Source: an optimization exercise on an open RTL-to-GDS flow (aim: small area). Production flows keep margins and buffers that such runs may drop.
In this exercise RTL edits were held to simulation tests only and were not proved equivalent to the original.

$ cat flow/design.v
`default_nettype none
package pwm_audio_pkg;
  localparam int SAMPLE_PERIOD = 1000;               
  localparam int SAMPLE_W      = 10;                 
  localparam int SAMPLE_CNT_W  = $clog2(SAMPLE_PERIOD);
  localparam logic [SAMPLE_CNT_W-1:0] SAMPLE_LAST = SAMPLE_CNT_W'(SAMPLE_PERIOD - 1);
  localparam int ACC_W = 11;
  localparam logic [ACC_W-1:0] DELTA = ACC_W'(1000);
  localparam int RES_W = 10;
  localparam int FIFO_W       = 32;
  localparam int DELAY_DEPTH  = 1024;                
  localparam int DELAY_W      = 10;                  
  localparam int NUM_CHANNELS = 8;                   
  localparam int CHAN_W       = 3;
  localparam logic [FIFO_W-1:0] FRAME_MARKER = FIFO_W'(233333);
  typedef struct packed {
    logic              avail;                        
    logic [FIFO_W-1:0] data;
  } fifo_in_t;
  typedef struct packed {
    logic               en;
    logic [CHAN_W-1:0]  chan;                        
    logic [DELAY_W-1:0] delay;                       
  } delay_wr_t;
endpackage : pwm_audio_pkg
`default_nettype wire
`timescale 1ns/1ps
`default_nettype none
module sample_fetch (
  input  wire logic                               PWM_ADC_CLOCK_100M,
  input  wire logic                               arst_n,
  input  wire pwm_audio_pkg::fifo_in_t            audio_fifo,    
  output logic                                    audio_read,    
  output logic [pwm_audio_pkg::SAMPLE_CNT_W-1:0]  period_cnt,    
  output logic [pwm_audio_pkg::SAMPLE_W-1:0]      sample,        
  output logic [pwm_audio_pkg::SAMPLE_W-1:0]      sample_d1,     
  output logic [pwm_audio_pkg::SAMPLE_W-1:0]      sample_d2      
);
  logic                                   period_wrap;
  assign period_wrap = (period_cnt == pwm_audio_pkg::SAMPLE_LAST);
  always_ff @(posedge PWM_ADC_CLOCK_100M or negedge arst_n) begin
    if (!arst_n) begin
      period_cnt <= '0;
    end else if (period_wrap) begin
      period_cnt <= '0;                        
    end else begin
      period_cnt <= period_cnt + 1'b1;
    end
  end
  assign audio_read = period_wrap && audio_fifo.avail;
  always_ff @(posedge PWM_ADC_CLOCK_100M or negedge arst_n) begin
    if (!arst_n) begin
      sample    <= '0;
      sample_d1 <= '0;
      sample_d2 <= '0;
    end else if (period_wrap) begin
      sample_d2 <= sample_d1;
      sample_d1 <= sample;
      if (audio_fifo.avail) begin
        sample <= audio_fifo.data[pwm_audio_pkg::SAMPLE_W-1:0];   
      end
    end
  end
endmodule
`default_nettype wire
`timescale 1ns/1ps
`default_nettype none
module pwm_modulator (
  input  wire logic                               PWM_ADC_CLOCK_100M,
  input  wire logic                               arst_n,
  input  wire logic [pwm_audio_pkg::SAMPLE_W-1:0] sample,
  output logic                                    pwm_out       
);
  logic [pwm_audio_pkg::ACC_W-1:0] acc;
  logic [pwm_audio_pkg::ACC_W-1:0] acc_base;      
  logic [pwm_audio_pkg::ACC_W-1:0] sample_ext;
  logic                            over_th;
  assign sample_ext = {{(pwm_audio_pkg::ACC_W - pwm_audio_pkg::SAMPLE_W){1'b0}}, sample};
  assign over_th  = (acc >= pwm_audio_pkg::DELTA);
  assign acc_base = over_th ? (acc - pwm_audio_pkg::DELTA) : acc;
  always_ff @(posedge PWM_ADC_CLOCK_100M or negedge arst_n) begin
    if (!arst_n) begin
      acc     <= '0;
      pwm_out <= 1'b0;
    end else begin
      acc     <= acc_base + sample_ext;      
      pwm_out <= over_th;                    
    end
  end
endmodule
`default_nettype wire
`timescale 1ns/1ps
`default_nettype none
module delay_line (
  input  wire logic [pwm_audio_pkg::SAMPLE_CNT_W-1:0] period_cnt,   
  input  wire logic [pwm_audio_pkg::SAMPLE_W-1:0]     sample,       
  input  wire logic [pwm_audio_pkg::SAMPLE_W-1:0]     sample_d1,    
  input  wire logic [pwm_audio_pkg::SAMPLE_W-1:0]     sample_d2,    
  input  wire logic [pwm_audio_pkg::DELAY_W-1:0]      delay,
  output logic      [pwm_audio_pkg::RES_W-1:0]        res           
);
  logic        [11:0] x;                  
  logic        [11:0] x1;
  logic        [9:0]  n;                  
  logic        [9:0]  s;                  
  logic        [19:0] p;
  logic        [14:0] q;
  logic        [10:0] r;
  assign x  = {2'b00, period_cnt} - {2'b00, delay} - 12'd2;    
  assign x1 = x + 12'd1000;
  always_comb begin
    if (!x[11]) begin
      n = x[9:0];
      s = sample;
    end else if (!x1[11]) begin
      n = x1[9:0];
      s = sample_d1;
    end else begin
      n = 10'(x1 + 12'd1000);
      s = sample_d2;
    end
  end
  assign p   = {10'd0, n} * {10'd0, s};
  assign q   = {5'd0, p[19:10]} * 15'd24 + {5'd0, p[9:0]};
  assign r   = {6'd0, q[14:10]} * 11'd24 + {1'b0, q[9:0]};
  assign res = (r >= 11'd1000) ? 10'(r - 11'd1000) : r[9:0];
endmodule
`default_nettype wire
`timescale 1ns/1ps
`default_nettype none
module delay_table_loader (
  input  wire logic                     PWM_ADC_CLOCK_100M,
  input  wire logic                     arst_n,
  input  wire pwm_audio_pkg::fifo_in_t  delay_fifo,    
  output logic                          delay_read,    
  output pwm_audio_pkg::delay_wr_t      delay_wr       
);
  typedef enum logic {
    ST_IDLE    = 1'b0,                     
    ST_LOADING = 1'b1                      
  } state_t;
  state_t                        state;
  logic [pwm_audio_pkg::CHAN_W:0] idx;      
  logic                          is_marker;
  logic                          idx_ok;
  assign delay_read = arst_n && delay_fifo.avail;    
  assign is_marker = (delay_fifo.data == pwm_audio_pkg::FRAME_MARKER);
  assign idx_ok    = (idx < pwm_audio_pkg::NUM_CHANNELS);
  always_ff @(posedge PWM_ADC_CLOCK_100M or negedge arst_n) begin
    if (!arst_n) begin
      state    <= ST_IDLE;
      idx      <= '0;
      delay_wr <= '0;
    end else begin
      delay_wr.en <= 1'b0;                 
      if (delay_fifo.avail) begin
        case (state)
          ST_IDLE: begin
            if (is_marker) begin
              state <= ST_LOADING;         
              idx   <= '0;
            end
          end
          ST_LOADING: begin
            if (is_marker) begin
              state <= ST_IDLE;            
            end else if (idx_ok) begin
              delay_wr.en    <= 1'b1;
              delay_wr.chan  <= idx[pwm_audio_pkg::CHAN_W-1:0];
              delay_wr.delay <= delay_fifo.data[pwm_audio_pkg::DELAY_W-1:0];
              idx            <= idx + 1'b1;
            end
          end
          default: begin
            state <= ST_IDLE;
          end
        endcase
      end
    end
  end
endmodule
`default_nettype wire
`timescale 1ns/1ps
`default_nettype none
module speaker_tap #(
  parameter int CHANNEL = 0                        
) (
  input  wire logic                                   PWM_ADC_CLOCK_100M,
  input  wire logic                                   arst_n,
  input  wire pwm_audio_pkg::delay_wr_t               delay_wr,
  input  wire logic [pwm_audio_pkg::RES_W-1:0]        wr_res,       
  input  wire logic [pwm_audio_pkg::SAMPLE_CNT_W-1:0] period_cnt,
  input  wire logic [pwm_audio_pkg::SAMPLE_W-1:0]     sample,
  input  wire logic [pwm_audio_pkg::SAMPLE_W-1:0]     sample_d1,
  input  wire logic [pwm_audio_pkg::SAMPLE_W-1:0]     sample_d2,
  output logic                                        speaker
);
  logic [pwm_audio_pkg::DELAY_W-1:0] delay;        
  logic [pwm_audio_pkg::RES_W-1:0]   res;          
  logic                              wr_hit;
  logic [11:0]                       y;
  logic [11:0]                       y1;
  logic [pwm_audio_pkg::SAMPLE_W-1:0] s;
  logic [10:0]                       sum;
  logic                              carry;
  assign wr_hit = delay_wr.en &&
                  (delay_wr.chan == pwm_audio_pkg::CHAN_W'(CHANNEL));
  assign y  = {2'b00, period_cnt} - {2'b00, delay} - 12'd3;    
  assign y1 = y + 12'd1000;
  always_comb begin
    if (!y[11])                s = sample;
    else if (!y1[11])          s = sample_d1;
    else                       s = sample_d2;
  end
  assign sum   = {1'b0, res} + {1'b0, s};
  assign carry = (sum >= 11'(pwm_audio_pkg::DELTA));
  always_ff @(posedge PWM_ADC_CLOCK_100M or negedge arst_n) begin
    if (!arst_n) begin
      delay   <= '0;                  
      res     <= '0;
      speaker <= 1'b0;
    end else begin
      if (wr_hit) begin
        delay <= delay_wr.delay;      
        res   <= wr_res;
      end else begin
        res   <= carry ? 10'(sum - 11'(pwm_audio_pkg::DELTA)) : sum[9:0];
      end
      speaker <= carry;               
    end
  end
endmodule
`default_nettype wire
`timescale 1ns/1ps
`default_nettype none
module pwm_audio_top (
  input  wire logic                                   PWM_ADC_CLOCK_100M,
  input  wire logic                                   arst_n,
  input  wire logic [pwm_audio_pkg::FIFO_W:0]         audio_fifo,    
  output logic                                        audio_read,
  input  wire logic [pwm_audio_pkg::FIFO_W:0]         delay_fifo,    
  output logic                                        delay_read,
  output logic                                        pwm_out,
  output logic [pwm_audio_pkg::NUM_CHANNELS-1:0]      speakers
);
  logic [pwm_audio_pkg::SAMPLE_CNT_W-1:0] period_cnt;
  logic [pwm_audio_pkg::SAMPLE_W-1:0]    sample;     
  logic [pwm_audio_pkg::SAMPLE_W-1:0]    sample_d1;
  logic [pwm_audio_pkg::SAMPLE_W-1:0]    sample_d2;
  logic [pwm_audio_pkg::RES_W-1:0]       wr_res;     
  pwm_audio_pkg::delay_wr_t              delay_wr;   
  sample_fetch u_sample_fetch (
    .PWM_ADC_CLOCK_100M (PWM_ADC_CLOCK_100M),
    .arst_n             (arst_n),
    .audio_fifo         (audio_fifo),
    .audio_read         (audio_read),
    .period_cnt         (period_cnt),
    .sample             (sample),
    .sample_d1          (sample_d1),
    .sample_d2          (sample_d2)
  );
  pwm_modulator u_pwm_modulator (
    .PWM_ADC_CLOCK_100M (PWM_ADC_CLOCK_100M),
    .arst_n             (arst_n),
    .sample             (sample),
    .pwm_out            (pwm_out)
  );
  delay_table_loader u_delay_table_loader (
    .PWM_ADC_CLOCK_100M (PWM_ADC_CLOCK_100M),
    .arst_n             (arst_n),
    .delay_fifo         (delay_fifo),
    .delay_read         (delay_read),
    .delay_wr           (delay_wr)
  );
  delay_line u_delay_line (
    .period_cnt         (period_cnt),
    .sample             (sample),
    .sample_d1          (sample_d1),
    .sample_d2          (sample_d2),
    .delay              (delay_wr.delay),
    .res                (wr_res)
  );
  for (genvar k = 0; k < pwm_audio_pkg::NUM_CHANNELS; k++) begin : g_tap
    speaker_tap #(
      .CHANNEL (k)
    ) u_speaker_tap (
      .PWM_ADC_CLOCK_100M (PWM_ADC_CLOCK_100M),
      .arst_n             (arst_n),
      .delay_wr           (delay_wr),
      .wr_res             (wr_res),
      .period_cnt         (period_cnt),
      .sample             (sample),
      .sample_d1          (sample_d1),
      .sample_d2          (sample_d2),
      .speaker            (speakers[k])
    );
  end
endmodule
`default_nettype wire
$ cat flow/run.sh
#!/bin/bash
# synth_recipe.tcl (not shown) runs the flow's synth.tcl, then flattens the netlist and writes it again
# the make line also repeats each setting of config.mk as NAME=value (left out here)
make -C /OpenROAD-flow-scripts/flow DESIGN_CONFIG=/design/flow/config.mk WORK_HOME=/design/flow/orfs CLKGATE_MAP_FILE= SYNTH_SCRIPT=/design/flow/synth_recipe.tcl finish
$ cat flow/config.mk
export PLATFORM = sky130hd
export DESIGN_NAME = pwm_audio_top
export DESIGN_NICKNAME = pwm_audio_top
export VERILOG_FILES = /design/flow/design.v
export SDC_FILE = /design/flow/constraint.sdc
export NUM_CORES = 4
export LEC_CHECK = 0
export CAP_MARGIN = 20
export CORE_MARGIN = 2
export CORE_UTILIZATION = 30
export SLEW_MARGIN = 20
$ cat flow/constraint.sdc
create_clock -name core_clock -period 10.0 [get_ports {PWM_ADC_CLOCK_100M}]
set_input_delay 2.0000 -clock core_clock [delete_from_list [all_inputs] [get_ports {PWM_ADC_CLOCK_100M}]]
set_output_delay 2.0000 -clock core_clock [all_outputs]
set_load 0.01 [all_outputs]
==> run summary <==
cell families (layout without fill, tap and decap cells):
kind of cell	after synthesis	in the layout	share of synthesized area
xor gates and xnor gates	199	199	0.0709
buffers and inverters	423	811	0.0663
other	0	1	0
muxes	114	114	0.0479
AOI/OAI and AO/OA	785	785	0.202
adders and majority gates	366	366	0.212
DFF	239	239	0.243
and+or+nand+nor	841	841	0.158
state kept, by name, indices dropped and copies added (netlist names):
signal / flops
u_delay_table_loader.state: 1
g_tap.u_speaker_tap.res: 80
u_sample_fetch.period_cnt: 10
u_sample_fetch.sample: 10
u_delay_table_loader.delay_wr: 14
u_delay_table_loader.idx: 4
g_tap.u_speaker_tap.delay: 80
u_pwm_modulator.acc: 11
u_sample_fetch.sample_d2: 10
u_pwm_modulator.pwm_out: 1
g_tap.u_speaker_tap.speaker: 8
u_sample_fetch.sample_d1: 10
worst max path at each step:
stage	from	end	slack, ns	cells past startpoint
detailed placement	u_sample_fetch.period_cnt[0]	g_tap[0].u_speaker_tap.res[4]	-2.88	58
global route	u_sample_fetch.period_cnt[0]	g_tap[2].u_speaker_tap.res[8]	-3.33	62
floorplan	u_sample_fetch.period_cnt[0]	g_tap[1].u_speaker_tap.res[4]	-2.41	58
CTS	u_sample_fetch.period_cnt[0]	g_tap[3].u_speaker_tap.res[4]	-2.64	61
finish	u_delay_table_loader.delay_wr[0]	g_tap[3].u_speaker_tap.res[4]	-2.75	62
global placement	u_sample_fetch.period_cnt[0]	g_tap[2].u_speaker_tap.res[4]	-2.76	59
through the flow:
stage | setup slack, ns | hold WS [ns] | cells
after floorplan | -2.41 | 0.450 | 2967
after global placement | -2.76 | 0.462 | 4297
after detailed placement | -2.88 | 0.470 | 4297
after CTS | -2.64 | 0.483 | 4407
after global routing | -3.33 | 0.506 | 4425
final | -2.75 | 0.481 | 4426
cell usage after synthesis (47+ instances only):
master    count  area [sq um]
clkbuf_1     86           323
o21bai_1     65           488
nand2_1     334          1250
xnor2_1     148          1300
inv_1       318          1190
mux2i_1      85           851
nand3_1      47           235
o21ai_0     220          1100
fa_1         83          1660
nor2_1      217           815
ha_1        283          3540
xor2_1       51           447
dfrtp_1     239          5980
a21o_1       57           428
a21oi_1     203          1020
repair_timing:
action                     4_1_cts  5_1_grt
resized for setup               83       71
pin swaps                       86       74
setup endpoints to repair       56       56
buffers inserted                50       18
gates cloned                     1        0
cell usage in the layout, fill, tap and decap left out, types with 15 or more instances in the layout:
master	netlist	layout
a21boi_0	23	22
o21a_1	40	40
ha_4	0	17
buf_4	9	357
ha_1	283	263
o21ai_0	220	201
o21ai_2	1	21
a21o_1	57	56
a31oi_1	17	15
fa_1	83	79
clkbuf_16	0	35
dfrtp_1	239	237
o22a_1	20	20
nand3_1	47	43
a21oi_2	1	27
xnor2_1	148	136
nor2b_1	32	32
a21oi_1	203	176
and2_1	23	19
nor2_1	217	204
clkdlybuf4s50_1	0	55
nand2_1	334	329
o211ai_1	15	15
nor3_1	46	41
o21bai_1	65	65
mux2i_1	85	83
nand2b_1	31	30
mux2_2	29	28
xor2_1	51	48
inv_1	318	304
final cells by class:
class,instances,share of cell area
antenna,1,0.0000803
inverter,319,0.0385
timing repair buffer,432,0.113
clock buffer,49,0.0327
sequential,239,0.192
multi-input combinational,2305,0.575
tap,1070,0.0430
clock inverter,11,0.00550
per-layer routing:
| layer | vias up | track usage |
|---|---|---|
| met5 | - | 0 |
| met3 | 154 | 0.0212 |
| li1 | 10947 | - |
| met1 | 10463 | 0.245 |
| met2 | 544 | 0.291 |
| met4 | 0 | 0.0640 |
critical path: cells and delay by family, from the launching register on:
family | cells | cell delay, ns
adders and majority gates | 12 | 4.24
and+or+nand+nor | 12 | 2.18
AOI/OAI and AO/OA | 18 | 3.17
buffers and inverters | 15 | 1.78
DFF | 1 | 0.41
xor gates and xnor gates | 5 | 0.81
==> impl_results.md <==
* Initial cell density of the core at 0.301
* First-pass GRT wire length at 120 mm
* Highest routing layer actually used: met4
* Vias per inst at 5.00
* CP max stage cell: fa_1
* Critical path's most frequent cell: buf_4
* CTS Buf Count at 34
* Type of the worst setup path: flop to flop
* Routed WL per cell at 17.3 microns
* R2R setup slack at -2.75 ns
* Largest net degree at the start of global routing at 73
* FF-to-FF End: g_tap[3].u_speaker_tap.res[4]
* Post-DP Area at about 0.029 sq mm
* Endpoint, Worst Hold: g_tap[5].u_speaker_tap.delay[4]
* Critical path required time at 10.40 ns
* Core area at 0.0816 sq mm
* Maxcap violations at 0
* Routed WL at 76.6 mm
* 1st-pass router iterations at 5
* GR Util All Layers at 0.179
* DIE HEIGHT at 290 microns
* Layout Check Fails: setup timing
* Slew margin rel. at 0.318
* Routed wl met3 at 3.84 mm
* Port Buffers at 56
* Core Rows at between 100 and 150
* Clk root buf: clkbuf_16
* Critical Path End Type: flop
* Final Skew at 0.0183 ns
* R2r startpoint: u_delay_table_loader.delay_wr[0]
* Final net count at 3765
* Crit-path max FO at 4
* Area of the multi-input gates at 0.0179 sq mm
* Post-synth top flop: dfrtp_1
* Flops & latches, synth at 239
* Worst hold start: g_tap[5].u_speaker_tap.delay[4]
* FMAX at 78.4 MHz
* CP startpoint kind: flop
* FF/Latch Area at 0.00599 sq mm
* Mean Syn Cell Area at roughly 8.3 sq um
* Total clock sinks at 239
* Post-DP HPWL at 56.8 mm
* Status: complete, but fails checks
* CTS tree: yes
* Die Footprint at 0.0843 sq mm
* Async SR Flop Fraction at 1.00
* Final ANT Viol Nets at 0
* Final critical-path required period at around 13 ns
* Initial antenna violation count at 1
* Post-route cell area at 0.0312 sq mm
* Clk buf depth at 3
* Die W at 290 microns
* Hold Buf Count CTS at 0
* Vias in the first global route at between 20k and 25k
* RSZ-0062 raised after global routing: yes
* EDFF count, synth at 0
* Syn-to-layout area delta at 26.7%
* Netlist cell types at 91
* Synth warn at 12
* Final core occ at 0.382
* DRT iter0 DRCs at about 1.2k
* FILL cells at 8152
* Worst Hold Depth at 2
* Met2 WL at ~35 mm
* Post-synthesis cell area at 0.0246 sq mm
* GPL Wtd Cong at between 0.9 and 1
* IO Count at 79
* Max stage delay on crit path at 0.54 ns
* Period utilization at 1.28
* R2R cell count at 62
* M1 wire length at 35.0 mm
* Worst Tran Pin Value at 1.01 ns
* PnR worst setup slack at -2.75 ns
* Vias post-DR at between 20k and 25k
* Total gr overflow at 0
* Setup_tns at -149.52 ns
* Arrival @ worst endpoint at around 13 ns
* Worst hold path class: flop to flop
* Finish-stage setup viols at 56
* CTS clk-pin slew, worst paths at 0.06 ns
* Fin. Hold Viols at 0
* Residual DRC at 0
* Seq/Total Area, Yosys at 0.243
* Layout cells sized above 1 at 0.195
* Max-slew violations at 0
* Synthesized Nets at 3401
* Gate Count Post-Synth at 2967
* H-tree depth at 2
* Clk Latency, worst-skew pair at 0.55 ns

-- afterwards: timing with drivers on the ports --
Ports are ideal in the flow. The routed layout listed here was re-timed in OpenROAD. Step 1: set_driving_cell puts a clkbuf_16 on PWM_ADC_CLOCK_100M and a buf_2 on each other input, an assumption about the parent block. Step 2 adds t to the input delays and takes it off the output delays; t is the mean of the earliest and latest rising clock arrival at the registers after step 1. Input paths then give back, and output paths get back, about the clock's delay inside the block. Three values: no drivers, after step 1, after step 2; two values: the first two.
t (ns): 0.602
slack for setup (ns): -2.751 / -2.751 / -2.751
clock arrival spread, ns: 0.019 / 0.018
The setup slack of this run moves by 0.000 ns with the drivers and by 0.000 ns with both steps.
